From an optimization exercise on the open Yosys and OpenROAD flow, aimed at small area and few clock cycles; shortcuts taken in it are not production practice. In this exercise RTL edits were held to simulation tests only and were not proved equivalent to the original. Power is estimated from default activity; no workload was simulated.

===== design.v =====
package armDpPkg;
	typedef logic [32-1:0] dataT;
	typedef logic [4-1:0] regAddrT;
	typedef logic [12-1:0] operand2T;
	typedef enum logic [3:0] {
		AND = 4'd0,
		EOR = 4'd1,
		SUB = 4'd2,
		RSB = 4'd3,
		ADD = 4'd4,
		ADC = 4'd5,
		SBC = 4'd6,
		RSC = 4'd7,
		TST = 4'd8,
		TEQ = 4'd9,
		CMP = 4'd10,
		CMN = 4'd11,
		ORR = 4'd12,
		MOV = 4'd13,
		BIC = 4'd14,
		MVN = 4'd15
	} aluOpT;
	typedef enum logic [1:0] {
		LSL = 2'd0,
		LSR = 2'd1,
		ASR = 2'd2,
		ROR = 2'd3
	} shiftTypeT;
	typedef struct packed {
		logic n;  
		logic z;  
		logic c;  
		logic v;  
	} flagsT;
endpackage
`timescale 1ns/10ps
module regFile (
	input logic CLK,
	input logic CLR,
	input armDpPkg::regAddrT rdAddrA,
	input logic rdEnA,
	input armDpPkg::regAddrT rdAddrB,
	input logic rdEnB,
	output armDpPkg::dataT rdDataA,
	output armDpPkg::dataT rdDataB,
	input logic wrEn,
	input logic clear,
	input armDpPkg::regAddrT wrAddr,
	input armDpPkg::dataT wrData
);
	armDpPkg::dataT regs [0:16-1];
	logic [16-1:0] regWrite;
	logic [16-1:0] selA;
	logic [16-1:0] selB;
	always_comb
		for (int i = 0; i < 16; i++)
			regWrite[i] = clear || (wrEn && wrAddr == i);
	always_ff @(posedge CLK)
	begin
		for (int i = 0; i < 16; i++)
			if (regWrite[i])
				regs[i] <= wrData;
	end
	always_comb
		for (int i = 0; i < 16; i++)
		begin
			selA[i] = rdEnA && rdAddrA == i;
			selB[i] = rdEnB && rdAddrB == i;
		end
	for (genvar b = 0; b < 32; b++)
	begin : bitSlice
		logic [16-1:0] column;
		for (genvar i = 0; i < 16; i++)
			assign column[i] = regs[i][b];
		rfReadBit readA (.data(column), .sel(selA), .q(rdDataA[b]));
		rfReadBit readB (.data(column), .sel(selB), .q(rdDataB[b]));
	end
endmodule
module rfReadBit (
	input logic [16-1:0] data,
	input logic [16-1:0] sel,
	output logic q
);
	logic [5:0] partN;
	for (genvar k = 0; k < 5; k++)
	begin : group
		rfAoi222 aoi (
			.a0(data[3*k]), .b0(sel[3*k]),
			.a1(data[3*k+1]), .b1(sel[3*k+1]),
			.a2(data[3*k+2]), .b2(sel[3*k+2]),
			.y(partN[k])
		);
	end
	assign partN[5] = !(data[15] && sel[15]);
	rfNand6 combine (.a(partN), .y(q));
endmodule
module rfAoi222 (
	input logic a0,
	input logic b0,
	input logic a1,
	input logic b1,
	input logic a2,
	input logic b2,
	output logic y
);
	assign y = !((a0 && b0) || (a1 && b1) || (a2 && b2));
endmodule
module rfNand6 (
	input logic [5:0] a,
	output logic y
);
	logic low3;
	rfAnd3 first (.a(a[2:0]), .y(low3));
	rfNand4 second (.a({a[5:3], low3}), .y(y));
endmodule
module rfAnd3 (
	input logic [2:0] a,
	output logic y
);
	assign y = &a;
endmodule
module rfNand4 (
	input logic [3:0] a,
	output logic y
);
	assign y = !(&a);
endmodule
`timescale 1ns/10ps
module shifterOperand (
	input logic imm,
	input armDpPkg::operand2T operand2,
	input armDpPkg::dataT rmValue,
	output armDpPkg::dataT value
);
	localparam int W = 32;
	logic [4:0] amount;
	logic [4:0] rotAmount;
	logic isLsl;
	logic isRor;
	logic fillN;
	armDpPkg::dataT rotIn;
	armDpPkg::dataT keep;
	armDpPkg::dataT level [0:5];
	assign amount = operand2[11:7];
	assign isLsl = !imm && operand2[6:5] == 2'd0;
	assign isRor = imm || operand2[6:5] == 2'd3;
	assign fillN = !(!imm && operand2[6:5] == 2'd2 && rmValue[W-1]);
	assign rotIn = {rmValue[W-1:8], rmValue[7:0] | ({8{imm}} & operand2[7:0])};
	assign rotAmount = imm ? {operand2[11:8], 1'b0} : (isLsl ? 5'd0 - amount : amount);
	assign level[0] = rotIn;
	for (genvar l = 0; l < 5; l++)
	begin : stage
		for (genvar i = 0; i < W; i++)
		begin : bitMux
			shMux2i mux (
				.a(level[l][i]),
				.b(level[l][(i + (1 << l)) % W]),
				.s(rotAmount[l]),
				.y(level[l+1][i])
			);
		end
	end
	logic [3:0] gtHi;   
	logic [3:0] eqHi;   
	logic [7:0] geLo;   
	logic [3:0] gtSel;
	logic [3:0] eqSel;
	logic [7:0] geSel;
	always_comb
	begin
		for (int v = 0; v < 4; v++)
		begin
			gtHi[v] = v > amount[4:3];
			eqHi[v] = v == amount[4:3];
		end
		for (int w = 0; w < 8; w++)
			geLo[w] = w >= amount[2:0];
		for (int v = 0; v < 4; v++)
		begin
			gtSel[v] = isRor || (isLsl ? gtHi[v] : gtHi[3-v]);
			eqSel[v] = isLsl ? eqHi[v] : eqHi[3-v];
		end
		for (int w = 0; w < 8; w++)
			geSel[w] = isLsl ? geLo[w] : geLo[7-w];
	end
	for (genvar i = 0; i < W; i++)
	begin : keepBit
		shAo21 keepGate (.a(gtSel[i/8]), .b(eqSel[i/8]), .c(geSel[i%8]), .y(keep[i]));
	end
	for (genvar i = 0; i < W; i++)
	begin : fillMux
		shMux2i mux (.a(fillN), .b(level[5][i]), .s(keep[i]), .y(value[i]));
	end
endmodule
module shMux2i (
	input logic a,
	input logic b,
	input logic s,
	output logic y
);
	assign y = !(s ? b : a);
endmodule
module shAo21 (
	input logic a,
	input logic b,
	input logic c,
	output logic y
);
	assign y = a || (b && c);
endmodule
`timescale 1ns/10ps
module operandFetch (
	input logic CLK,
	input logic CLR,
	input logic cmdValid,
	output logic cmdReady,
	input armDpPkg::aluOpT cmdOp,
	input logic cmdSetFlags,
	input armDpPkg::regAddrT cmdRd,
	input armDpPkg::regAddrT cmdRn,
	input logic cmdImm,
	input armDpPkg::operand2T cmdOperand2,
	input logic rspReady,
	output logic clearing,
	output logic opValid,
	output armDpPkg::aluOpT opOp,
	output logic opSetFlags,
	output armDpPkg::regAddrT opRd,
	output armDpPkg::regAddrT opRn,
	output logic opImm,
	output armDpPkg::operand2T opOperand2
);
	always_ff @(posedge CLK or negedge CLR)
	begin
		if (!CLR)
			clearing <= 1'b1;
		else
			clearing <= 1'b0;
	end
	assign cmdReady = !clearing && (!opValid || rspReady);
	always_ff @(posedge CLK or negedge CLR)
	begin
		if (!CLR)
			opValid <= 1'b0;
		else if (cmdReady)
			opValid <= cmdValid;
	end
	always_ff @(posedge CLK)
	begin
		if (cmdReady)
		begin
			opOp <= cmdOp;
			opSetFlags <= cmdSetFlags;
			opRd <= cmdRd;
			opRn <= cmdRn;
			opImm <= cmdImm;
			opOperand2 <= cmdOperand2;
		end
	end
endmodule
`timescale 1ns/10ps
module aluCore (
	input armDpPkg::aluOpT op,
	input armDpPkg::dataT rnValue,
	input armDpPkg::dataT operand2Value,
	input logic setFlags,
	input logic clear,  
	input armDpPkg::flagsT flagsIn,
	output armDpPkg::dataT result,
	output armDpPkg::flagsT flagsOut,  
	output logic writesRd
);
	localparam int W = 32;
	logic invA;
	logic invB;
	logic cin;
	logic arith;
	logic selG;
	logic selP;
	armDpPkg::dataT p;
	armDpPkg::dataT g;
	armDpPkg::dataT logicN;
	logic [W:0] carry;
	logic overflow;
	logic update;
	always_comb
	begin
		invA = 1'b0;
		invB = 1'b0;
		cin = 1'b0;
		arith = 1'b1;
		case (op)
			armDpPkg::ADD, armDpPkg::CMN: cin = 1'b0;
			armDpPkg::ADC: cin = flagsIn.c;
			armDpPkg::SUB, armDpPkg::CMP:
			begin
				invB = 1'b1;
				cin = 1'b1;
			end
			armDpPkg::SBC:
			begin
				invB = 1'b1;
				cin = flagsIn.c;
			end
			armDpPkg::RSB:
			begin
				invA = 1'b1;
				cin = 1'b1;
			end
			armDpPkg::RSC:
			begin
				invA = 1'b1;
				cin = flagsIn.c;
			end
			armDpPkg::BIC, armDpPkg::MVN:
			begin
				invB = 1'b1;
				arith = 1'b0;
			end
			default: arith = 1'b0;
		endcase
		if (clear)
			arith = 1'b0;
	end
	assign selG = !clear && (op == armDpPkg::AND || op == armDpPkg::TST || op == armDpPkg::BIC
		|| op == armDpPkg::ORR);
	assign selP = !clear && (op == armDpPkg::EOR || op == armDpPkg::TEQ || op == armDpPkg::ORR
		|| op == armDpPkg::MOV || op == armDpPkg::MVN);
	for (genvar i = 0; i < W; i++)
	begin : front
		aluFront bitFront (
			.a(rnValue[i]),
			.b(operand2Value[i]),
			.invA(invA),
			.invB(invB),
			.p(p[i]),
			.g(g[i])
		);
	end
	aluCarry carries (.g(g), .p(p), .cin(cin), .carry(carry));
	for (genvar i = 0; i < W; i++)
	begin : back
		aluResultBit bitResult (
			.p(p[i]),
			.g(g[i]),
			.c(carry[i]),
			.arith(arith),
			.selG(selG),
			.selP(selP),
			.logicN(logicN[i]),
			.r(result[i])
		);
	end
	assign overflow = carry[W] ^ carry[W-1];
	assign writesRd = !(op == armDpPkg::TST || op == armDpPkg::TEQ || op == armDpPkg::CMP || op == armDpPkg::CMN);
	assign update = setFlags || !writesRd;
	assign flagsOut.n = update ? result[W-1] : flagsIn.n;
	assign flagsOut.z = update ? (result == '0) : flagsIn.z;
	assign flagsOut.c = (update && arith) ? carry[W] : flagsIn.c;
	assign flagsOut.v = (update && arith) ? overflow : flagsIn.v;
endmodule
module aluFront (
	input logic a,
	input logic b,
	input logic invA,
	input logic invB,
	output logic p,
	output logic g
);
	logic x;
	logic y;
	assign x = a ^ invA;
	assign y = b ^ invB;
	assign p = x ^ y;
	assign g = x & y;
endmodule
module aluCarry (
	input armDpPkg::dataT g,
	input armDpPkg::dataT p,
	input logic cin,
	output logic [32:0] carry
);
	localparam int W = 32;
	armDpPkg::dataT gg;
	armDpPkg::dataT pp;
	always_comb
	begin
		gg = g;
		pp = p;
		gg[0] = g[0] | (p[0] & cin);
		for (int l = 0; l < 5; l++)
			for (int i = (2 << l) - 1; i < W; i += (2 << l))
			begin
				gg[i] = gg[i] | (pp[i] & gg[i - (1 << l)]);
				pp[i] = pp[i] & pp[i - (1 << l)];
			end
		for (int l = 3; l >= 0; l--)
			for (int i = 3 * (1 << l) - 1; i < W; i += (2 << l))
			begin
				gg[i] = gg[i] | (pp[i] & gg[i - (1 << l)]);
				pp[i] = pp[i] & pp[i - (1 << l)];
			end
	end
	assign carry = {gg, cin};
endmodule
module aluResultBit (
	input logic p,
	input logic g,
	input logic c,
	input logic arith,
	input logic selG,
	input logic selP,
	output logic logicN,
	output logic r
);
	assign logicN = !((selG && g) || (selP && p));
	assign r = !logicN || (arith && (p ^ c));
endmodule
`timescale 1ns/10ps
module executeStage (
	input logic CLK,
	input logic CLR,
	input logic take,
	input armDpPkg::flagsT aluFlags,
	output armDpPkg::flagsT flagsQ,
	output armDpPkg::flagsT rspFlags
);
	always_ff @(posedge CLK or negedge CLR)
	begin
		if (!CLR)
			flagsQ <= '0;
		else if (take)
			flagsQ <= aluFlags;
	end
	assign rspFlags = aluFlags;
endmodule
`timescale 1ns/10ps
module armDpTop (
	input logic CLK,
	input logic CLR,
	input logic cmdValid,
	output logic cmdReady,
	input armDpPkg::aluOpT cmdOp,
	input logic cmdSetFlags,
	input armDpPkg::regAddrT cmdRd,
	input armDpPkg::regAddrT cmdRn,
	input logic cmdImm,
	input armDpPkg::operand2T cmdOperand2,
	output logic rspValid,
	input logic rspReady,
	output armDpPkg::dataT rspResult,
	output armDpPkg::flagsT rspFlags
);
	armDpPkg::aluOpT opQ;
	logic setFlagsQ;
	armDpPkg::regAddrT rdQ;
	armDpPkg::regAddrT rnQ;
	logic immQ;
	armDpPkg::operand2T operand2Q;
	armDpPkg::dataT rnData;
	armDpPkg::dataT rmData;
	armDpPkg::dataT operand2Value;
	armDpPkg::dataT aluResult;
	armDpPkg::flagsT flagsQ;
	armDpPkg::flagsT aluFlags;
	logic writesRd;
	logic take;
	logic clearing;
	operandFetch fetch (
		.CLK(CLK),
		.CLR(CLR),
		.cmdValid(cmdValid),
		.cmdReady(cmdReady),
		.cmdOp(cmdOp),
		.cmdSetFlags(cmdSetFlags),
		.cmdRd(cmdRd),
		.cmdRn(cmdRn),
		.cmdImm(cmdImm),
		.cmdOperand2(cmdOperand2),
		.rspReady(rspReady),
		.clearing(clearing),
		.opValid(rspValid),
		.opOp(opQ),
		.opSetFlags(setFlagsQ),
		.opRd(rdQ),
		.opRn(rnQ),
		.opImm(immQ),
		.opOperand2(operand2Q)
	);
	regFile regs (
		.CLK(CLK),
		.CLR(CLR),
		.rdAddrA(rnQ),
		.rdEnA(!(opQ == armDpPkg::MOV || opQ == armDpPkg::MVN)),
		.rdAddrB(operand2Q[4-1:0]),
		.rdEnB(!immQ),
		.rdDataA(rnData),
		.rdDataB(rmData),
		.wrEn(take && writesRd),
		.clear(clearing),
		.wrAddr(rdQ),
		.wrData(aluResult)
	);
	shifterOperand shifter (
		.imm(immQ),
		.operand2(operand2Q),
		.rmValue(rmData),
		.value(operand2Value)
	);
	aluCore alu (
		.op(opQ),
		.rnValue(rnData),
		.operand2Value(operand2Value),
		.setFlags(setFlagsQ),
		.clear(clearing),
		.flagsIn(flagsQ),
		.result(aluResult),
		.flagsOut(aluFlags),
		.writesRd(writesRd)
	);
	executeStage exec (
		.CLK(CLK),
		.CLR(CLR),
		.take(take),
		.aluFlags(aluFlags),
		.flagsQ(flagsQ),
		.rspFlags(rspFlags)
	);
	assign take = rspValid && rspReady;
	assign rspResult = aluResult;
endmodule

===== flow/run.sh =====
#!/bin/bash
# The standard layout (standard.sh, all steps from synthesis to finish),
# with one change: the buffers that ORFS puts on every input and output port
# are sky130_fd_sc_hd__buf_2 instead of the default choice of buffer_ports.
# The full output of the run goes to standard.log; ORFS's per-step logs are
# under orfs/logs/.
set -euo pipefail
export BUFFER_PORTS_ARGS="-buffer_cell sky130_fd_sc_hd__buf_2"
bash standard.sh > standard.log 2>&1

===== standard.sh =====
#!/bin/bash
# synth_recipe.tcl (not shown) runs the flow's synth.tcl, then flattens the netlist and writes it again
# the make line also repeats each setting of config.mk as NAME=value (left out here)
make -C /OpenROAD-flow-scripts/flow DESIGN_CONFIG=/design/flow/config.mk WORK_HOME=/design/flow/orfs CLKGATE_MAP_FILE= SYNTH_SCRIPT=/design/flow/synth_recipe.tcl "${@:-finish}"

===== config.mk =====
export PLATFORM = sky130hd
export DESIGN_NAME = armDpTop
export DESIGN_NICKNAME = armDpTop
export VERILOG_FILES = /design/flow/design.v
export SDC_FILE = /design/flow/constraint.sdc
export NUM_CORES = 4
export LEC_CHECK = 0
export CAP_MARGIN = 20
export CORE_MARGIN = 2
export CORE_UTILIZATION = 65
export CTS_BUF_LIST = sky130_fd_sc_hd__clkbuf_8
export CTS_CLUSTER_DIAMETER = 100
export CTS_CLUSTER_SIZE = 14
export PLACE_DENSITY = 0.72
export SETUP_SLACK_MARGIN = 0.3
export SLEW_MARGIN = 20
export SYNTH_HIERARCHICAL = 1

===== constraint.sdc =====
create_clock -name core_clock -period 10.0 [get_ports {CLK}]
set_input_delay 2.0000 -clock core_clock [delete_from_list [all_inputs] [get_ports {CLK}]]
set_output_delay 2.0000 -clock core_clock [all_outputs]
set_load 0.01 [all_outputs]

==> run summary, run 1 <==
total detailed-routing wirelength=93.8 mm; Syn Area/Cell=14.6 sq um; Layout Cells excl Fill=2,575; fillers=2,523; commonest cells in the netlist=538 x edfxtp_1, 320 x a222oi_1, 192 x mux2i_1; dpl cells=2,474; drt wl/cell=36.4 um; worst vdd ir=0.192 mV; Reg power frac=53.4%; initial antenna violation count=1; RSZ-0062 raised after global routing=yes; Final Hold Viols=0; worst slew pin tran=1210 ps; Clk network pwr share=15.1%; endpoint of the worst hold path=exec.flagsQ[3]$_DFFE_PN0P_; FF+latch count, synth=544; clock-pin slew on the worst setup and hold paths=110 ps; maxcap violations=0; Top FF cell, synth=edfxtp_1; critical path peak fanout=7; FF-to-FF End=exec.flagsQ[2]$_DFFE_PN0P_; DRC Markers=0; Final ANT Viol Nets=0; mapped cell area=26,300 sq um; drt initial violations=5,674; EDFF count, synth=538; first-pass GRT wire length=128 mm; Min-Delay Path Class=flop to flop; Placeable Area=39,800 sq um; register area=16,300 sq um; Bufs on Longest Clock Path=3; hold depth=1; power per cell area=246 nW/um^2; status=no timing/DRC/antenna violations; CP required=8000 ps; fin crit share=97.1%; Critical path origin=fetch.opOperand2[3]$_DFFE_PP_; CTS root buf=clkbuf_8; placed cell area=28,400 sq um; fmax=103 MHz; crit path DAT=7710 ps; Int Power=4.82 mW; Die Ht=205 um; DR pass1 iterations=12; Leakage=11.1 nW; grt total ovfl=0; Layout Nets=2,106; Net Sw Frac=34.5%; Synth area leader=edfxtp_1; total CTS buffers=44; share of cells above drive strength 1=18.9%; utilization after layout=75.0%; Mapped Cells=1,794; Worst setup EP type=primary output; Slew headroom=19.2%; Setup TNS=0 ps; startpoint types=flop; count leader, synth=edfxtp_1; CP Class=flop to primary output; share of the synthesized area in the top cell type=61.5%; H-tree levels=2; Mapped Nets=1,859; Die X=205 um; synth top area cells=edfxtp_1 61%, a222oi_1 12%, mux2i_1 7.3%, xor2_1 2.2%, a21o_1 1.9%; Post-synth ARST share=1.10%; std cell rows=73; Combinational Power Share=31.5%; vias post-DR=21,100; Finished Cell Area=29,900 sq um; Vias/cell=8.18; Buffers on Ports=67; cells on worst reg2reg path=33; CP max stage cell=or3b_4; Num Clock Sinks=544; Synth cell types=57; multi-input logic area=10,400 sq um; CTS tree=built; clock latency on the worst-skew pair=680 ps; switching pwr=2.54 mW; fin crit period=9710 ps; slowest cell delay on critical path=490 ps; largest net degree at the start of global routing=33; Slew Limit Fails=0; worst reg2reg path startpoint=fetch.opOperand2[3]$_DFFE_PP_; CP dominant cell by count=mux2i_1; Warnings, synthesis=15; HP Start=exec.flagsQ[3]$_DFFE_PN0P_; endpoints failing setup=0; DP Wirelength=53.3 mm; number of I/O pins=68; Final Skew=51.2 ps; # hold bufs at CTS=0; vias in the first global route=20,000; slack of the worst reg-to-reg path=2790 ps; GRT Total Usage=42.6%; full die area=42,000 sq um; synth-to-layout area growth=13.7%; GPL Wtd Cong=1.02; register area share after synthesis=62.1%; Starting Density=66.0%
modules after synthesis, one instance, submodules excluded, a selection:
module / times used / area, sq um
executeStage: 1 / 175
rfAnd3: 64 / 6.26
rfNand4: 64 / 6.26
shMux2i: 192 / 10.0
shAo21: 32 / 7.51
aluFront: 32 / 30.0
rfReadBit: 64 / 3.75
operandFetch: 1 / 863
shifterOperand: 1 / 442
armDpTop: 1 / 21.3
aluCore: 1 / 256
aluResultBit: 32 / 25.0
regFile: 1 / 15800
aluCarry: 1 / 539
rfAoi222: 320 / 10.0
sequential cells by signal (all words and copies together), names as in the netlist:
register / cells
fetch.opOp: 4
fetch.opSetFlags: 1
fetch.opRd: 4
fetch.opRn: 4
exec.flagsQ: 4
fetch.opOperand2: 12
fetch.opImm: 1
fetch.clearing: 1
fetch.opValid: 1
regs.regs: 512
cells in the final DEF, fill, tap and decap left out, drive strengths merged, types with 2 or more instances in the layout:
master / netlist / final
xor2: 66 / 66
and4: 2 / 2
a31o: 5 / 5
o21ai: 58 / 58
o21a: 2 / 2
clkbuf: 3 / 49
and2: 5 / 5
a222oi: 320 / 320
ha: 35 / 35
nand3: 11 / 11
and3: 65 / 65
a31oi: 2 / 2
a21oi: 26 / 26
xnor2: 34 / 34
o31ai: 5 / 5
a22oi: 34 / 34
or3: 2 / 2
mux2i: 192 / 192
nand3b: 6 / 6
edfxtp: 538 / 538
dfrtp: 5 / 5
nor3: 15 / 15
o21bai: 5 / 5
buf: 14 / 214
nand2: 91 / 91
nor4: 10 / 10
inv: 46 / 54
nand4: 68 / 68
nand2b: 14 / 14
nor2: 29 / 29
mux2: 7 / 7
a21o: 65 / 65
per-stage QoR:
step	hold slack [ps]	worst slack (ps)	power, mW
after floorplan	475	332	5.19
after global placement	488	642	5.93
after detailed placement	503	578	6.03
after CTS	522	314	7.10
after global routing	539	160	7.61
final	524	285	7.36
power groups by stage:
stage | Sequential [mW] | Combinational, mW | Clock [mW]
2_1_floorplan | 3.85 | 1.34 | 0
4_1_cts | 3.90 | 2.10 | 1.11
6_report | 3.93 | 2.32 | 1.11
5_1_grt | 3.99 | 2.45 | 1.17
3_3_place_gp | 3.89 | 2.04 | 0
3_5_place_dp | 3.95 | 2.08 | 0
metal layers:
metal  up-vias  part of all wire, %  GRT usage (%)
li1       8453                    -              -
met1     10100                   33           55.3
met2      2077                   44           64.0
met3       391                   16           13.7
met4         0                  6.7           23.3
met5         -                    0              0
worst max-delay path by stage:
stage               slack [ps]           to  depth (start not counted)
detailed placement         580  rspFlags[2]                         29
finish                     290  rspFlags[2]                         32
floorplan                  330  rspFlags[2]                         24
global route               160  rspFlags[2]                         30
CTS                        310  rspFlags[2]                         29
global placement           640  rspFlags[2]                         30
final cells by class:
class	instances	share of cell area [%]
Antenna cell	1	0.00837
Clock buffer	45	2.07
Clock inverter	9	0.113
Inverter	46	0.578
Multi-Input combinational cell	1187	34.7
Sequential cell	544	54.6
Tap cell	525	2.20
Timing Repair Buffer	218	5.73
cell families (layout without fill, tap and decap cells):
kind of cell             after synthesis  after routing  synth area share, %
AO/OA/AOI/OAI                        530            530                 17.7
AND/OR/NAND/NOR                      322            322                 6.61
other                                  1              2               0.0143
XOR/XNOR                             100            100                 3.33
buffers and inverters                 63            318                 1.04
adder cells (fa/ha/maj)               35             35                 1.67
flip-flops                           544            544                 62.1
multiplexers                         199            199                 7.62
critical path, delay by kind of cell, from the launching register on:
| family | cells | cell delay [ps] |
|---|---|---|
| AO/OA/AOI/OAI | 8 | 1740 |
| XOR/XNOR | 2 | 370 |
| adder cells (fa/ha/maj) | 1 | 310 |
| buffers and inverters | 7 | 1150 |
| flip-flops | 1 | 480 |
| multiplexers | 6 | 1050 |
| AND/OR/NAND/NOR | 8 | 1920 |
timing repair:
item | 4_1_cts | 5_1_grt
endpoints found under the setup margin | 1 | 5
cloned | 0 | 4
pin swaps | 1 | 48
setup buffers | 4 | 36
resized for setup | 17 | 64
Testbench counts, summed over its fixed seeds: cycles 12,008.
==> run 2: changes to the inputs <==
==> flow/run.sh (replaced) <==
#!/bin/bash
# The standard layout (standard.sh, all steps from synthesis to finish),
# with one change: the buffers that ORFS puts on every input and output port
# are sky130_fd_sc_hd__buf_1 instead of the default choice of buffer_ports.
# The full output of the run goes to standard.log; ORFS's per-step logs are
# under orfs/logs/.
set -euo pipefail
export BUFFER_PORTS_ARGS="-buffer_cell sky130_fd_sc_hd__buf_1"
bash standard.sh > standard.log 2>&1
--- a/config.mk
+++ b/config.mk
@@ -12,5 +12,5 @@
 export CTS_CLUSTER_DIAMETER = 100
-export CTS_CLUSTER_SIZE = 14
+export CTS_CLUSTER_SIZE = 16
 export PLACE_DENSITY = 0.72
-export SETUP_SLACK_MARGIN = 0.3
+export SETUP_SLACK_MARGIN = 0.12
 export SLEW_MARGIN = 20
==> run 2 against run 1 <==
Against the previous run: still clean; via count rose by 0.24%; synthesized area stayed put; sequential power hardly changed; sequential share of layout area grew 1.1 points; first-iteration DRC count fell by 6.3%; maximum frequency decreased by 1.0%; critical path type unchanged; final cell count down 0.82%; largest power group unchanged; routed wire length shrank 0.87%; clock power down 5%; design area down 1.9%; clock skew fell by 15 ps.
==> run summary, run 2 <==
fin crit period=9810 ps; Bufs on Longest Clock Path=3; CTS root buf=clkbuf_8; CP Class=flop to primary output; slack of the worst reg-to-reg path=2760 ps; Placeable Area=39,800 sq um; Final Hold Viols=0; crit path DAT=7810 ps; total detailed-routing wirelength=93.0 mm; Synth area leader=edfxtp_1; share of the synthesized area in the top cell type=61.5%; Setup WS post-layout=187 ps; hold depth=1; Starting Density=66.0%; fin crit share=98.1%; grt total ovfl=0; mapped cell area=26,300 sq um; Slew Limit Fails=0; FF+latch count, synth=544; cells on worst reg2reg path=31; count leader, synth=edfxtp_1; DRC Markers=0; Slew headroom=26.5%; CP required=8000 ps; placed cell area=28,400 sq um; Layout Cells excl Fill=2,554; Mapped Cells=1,794; Min-Delay Path Class=flop to flop; synth-to-layout area growth=11.6%; clock-pin slew on the worst setup and hold paths=110 ps; worst slew pin tran=1100 ps; commonest non-fill, non-tap cell in the layout=edfxtp_1; clock latency on the worst-skew pair=660 ps; full die area=42,000 sq um; Layout Nets=2,087; Syn Area/Cell=14.6 sq um; worst vdd ir=0.189 mV; Warnings, synthesis=15; Finished Cell Area=29,300 sq um; CTS tree=built; first-pass GRT wire length=131 mm; dpl cells=2,488; share of cells above drive strength 1=13.8%; drt initial violations=5,316; total CTS buffers=39; Num Clock Sinks=544; slowest cell delay on critical path=460 ps; # hold bufs at CTS=0; commonest cells in the netlist=538 x edfxtp_1, 320 x a222oi_1, 192 x mux2i_1; initial antenna violation count=1; most frequent cells in the layout=538 x edfxtp_1, 320 x a222oi_1, 181 x mux2i_1; critical path peak fanout=18; endpoints failing setup=0; number of I/O pins=68; CP dominant cell by count=a21o_1; GPL Wtd Cong=1.01; GRT Total Usage=43.5%; Worst setup EP type=primary output; Post-synth ARST share=1.10%; Top FF cell, synth=edfxtp_1; status=no timing/DRC/antenna violations; CP max stage cell=or3b_4; Mapped Nets=1,859; max FFs per register=512; worst reg2reg path startpoint=fetch.opImm$_DFFE_PP_; fmax=102 MHz; # diodes=0; Reg with most FFs=regs.regs; drt wl/cell=36.4 um; register area share after synthesis=62.1%; EDFF count, synth=538; startpoint types=flop; Synth cell types=57; synth top area cells=edfxtp_1 61%, a222oi_1 12%, mux2i_1 7.3%, xor2_1 2.2%, a21o_1 1.9%; maxcap violations=0; DP Wirelength=56.1 mm; Place WS=564 ps; FF-to-FF End=exec.flagsQ[2]$_DFFE_PN0P_; DR pass1 iterations=14; H-tree levels=2; Final ANT Viol Nets=0; std cell rows=73; Buffers on Ports=67; Vias/cell=8.27; Leakage=10.7 nW; Die Ht=205 um; largest registers=regs.regs x512, fetch.opOperand2 x12; Final Skew=35.8 ps; vias in the first global route=20,700; vias post-DR=21,100; utilization after layout=73.6%; endpoint of the worst hold path=exec.flagsQ[0]$_DFFE_PN0P_; Die X=205 um; power per cell area=245 nW/um^2; largest net degree at the start of global routing=33; HP Start=exec.flagsQ[0]$_DFFE_PN0P_
[run 2: cell count changes in the layout (fill, tap and decap cells not counted), sizes merged]
cell	before	now
clkinvlp	0	1
diode	1	0
inv	54	53
clkbuf	49	41
buf	214	203
clkinv	1	0
[run 2: layout make-up]
cell class                      count  area, sq um
Tap cell                          525          657
Inverter                           46          173
Fill cell                        2605        10500
Timing Repair Buffer              204         1360
Sequential cell                   544        16300
Clock inverter                      8         38.8
Clock buffer                       40          551
Multi-Input combinational cell   1187        10200
[run 2: kinds of logic after synthesis]
group	after synthesis	share of synthesized area [%]
DFF	544	62.1
AOI/OAI and AO/OA	530	17.7
and+or+nand+nor	322	6.61
muxes	199	7.62
xor gates and xnor gates	100	3.33
buffers and inverters	63	1.04
adders and majority gates	35	1.67
other	1	0.0143
[run 2: per-stage QoR]
step	total power, mW	hold slack (ps)	setup TNS (ps)
finish	7.19	533	0
floorplan	5.19	475	0
detailed placement	6.03	505	0
global route	7.45	547	-38.5
global placement	5.93	488	0
CTS	7.04	532	0
[run 2: worst max-delay path, delay by kind of cell, from the launching register on]
family,cells,cell delay (ps)
compound gates,11,2430
simple gates,6,1610
mux,6,1100
fa+ha+maj,1,320
flops,1,420
xor+xnor,2,440
buf+inv,5,820
[run 2: power by group]
group / total, mW / switching (mW) / leakage, nW / internal (mW)
Sequential: 3.94 / 0.389 / 5.56 / 3.55
Combinational: 2.20 / 1.41 / 4.85 / 0.788
Clock: 1.05 / 0.685 / 0.324 / 0.366
[run 2: worst max-delay path by stage]
stage	start	slack (ps)	depth (start not counted)	endpoint
after floorplan	fetch.opOperand2[6]$_DFFE_PP_	330	24	rspFlags[2]
after global placement	fetch.opOperand2[0]$_DFFE_PP_	660	30	rspFlags[2]
after detailed placement	fetch.opOperand2[0]$_DFFE_PP_	560	31	rspFlags[2]
after CTS	fetch.opImm$_DFFE_PP_	170	32	rspFlags[2]
after global routing	fetch.opImm$_DFFE_PP_	-40	30	rspFlags[2]
final	fetch.opImm$_DFFE_PP_	190	31	rspFlags[2]
[run 2: what timing repair did]
action	CTS	global route
resized for setup	4	34
pin swaps	1	16
buffers inserted	4	13
setup endpoints to repair	1	1
gates cloned	0	1
[run 2: Yosys stat by module, one instance, submodules excluded, excerpt]
module	flip-flops and latches	copies in the design	cell area, sq um	cells inside
shifterOperand	0	1	442	75
rfReadBit	0	64	3.75	1
aluCore	0	1	256	36
executeStage	4	1	175	12
aluResultBit	0	32	25.0	4
aluCarry	0	1	539	82
[run 2: layer usage]
| layer | routed length (um) | track usage [%] |
|---|---|---|
| met1 | 31300 | 55.7 |
| met2 | 40200 | 63.9 |
| met3 | 14400 | 13.3 |
| met4 | 6990 | 29.5 |
| met5 | 0 | 0 |

==> what the ideal ports hide <==
No port has a modelled driver above. Below, the same layouts with a new extraction and two added sets of constraints. Step 1, drivers: a clkbuf_16 drives CLK and a buf_2 each remaining input, both assumed. Step 2 times the ports against the registers' clock, not the clock port: input delays grow and output delays shrink by t, the midpoint of the rising clock arrivals with the driver on. Slacks: no drivers / after step 1 / after step 2; pairs: no drivers / after step 1.
| run | t, ns | slack for setup (ns) | latest minus earliest clock arrival (ns) |
|---|---|---|---|
| run 1 | 0.707 | 0.285 / 0.231 / 0.937 | 0.052 / 0.051 |
| run 2 | 0.691 | 0.187 / 0.134 / 0.825 | 0.036 / 0.036 |
After both steps every run listed still meets setup and hold.
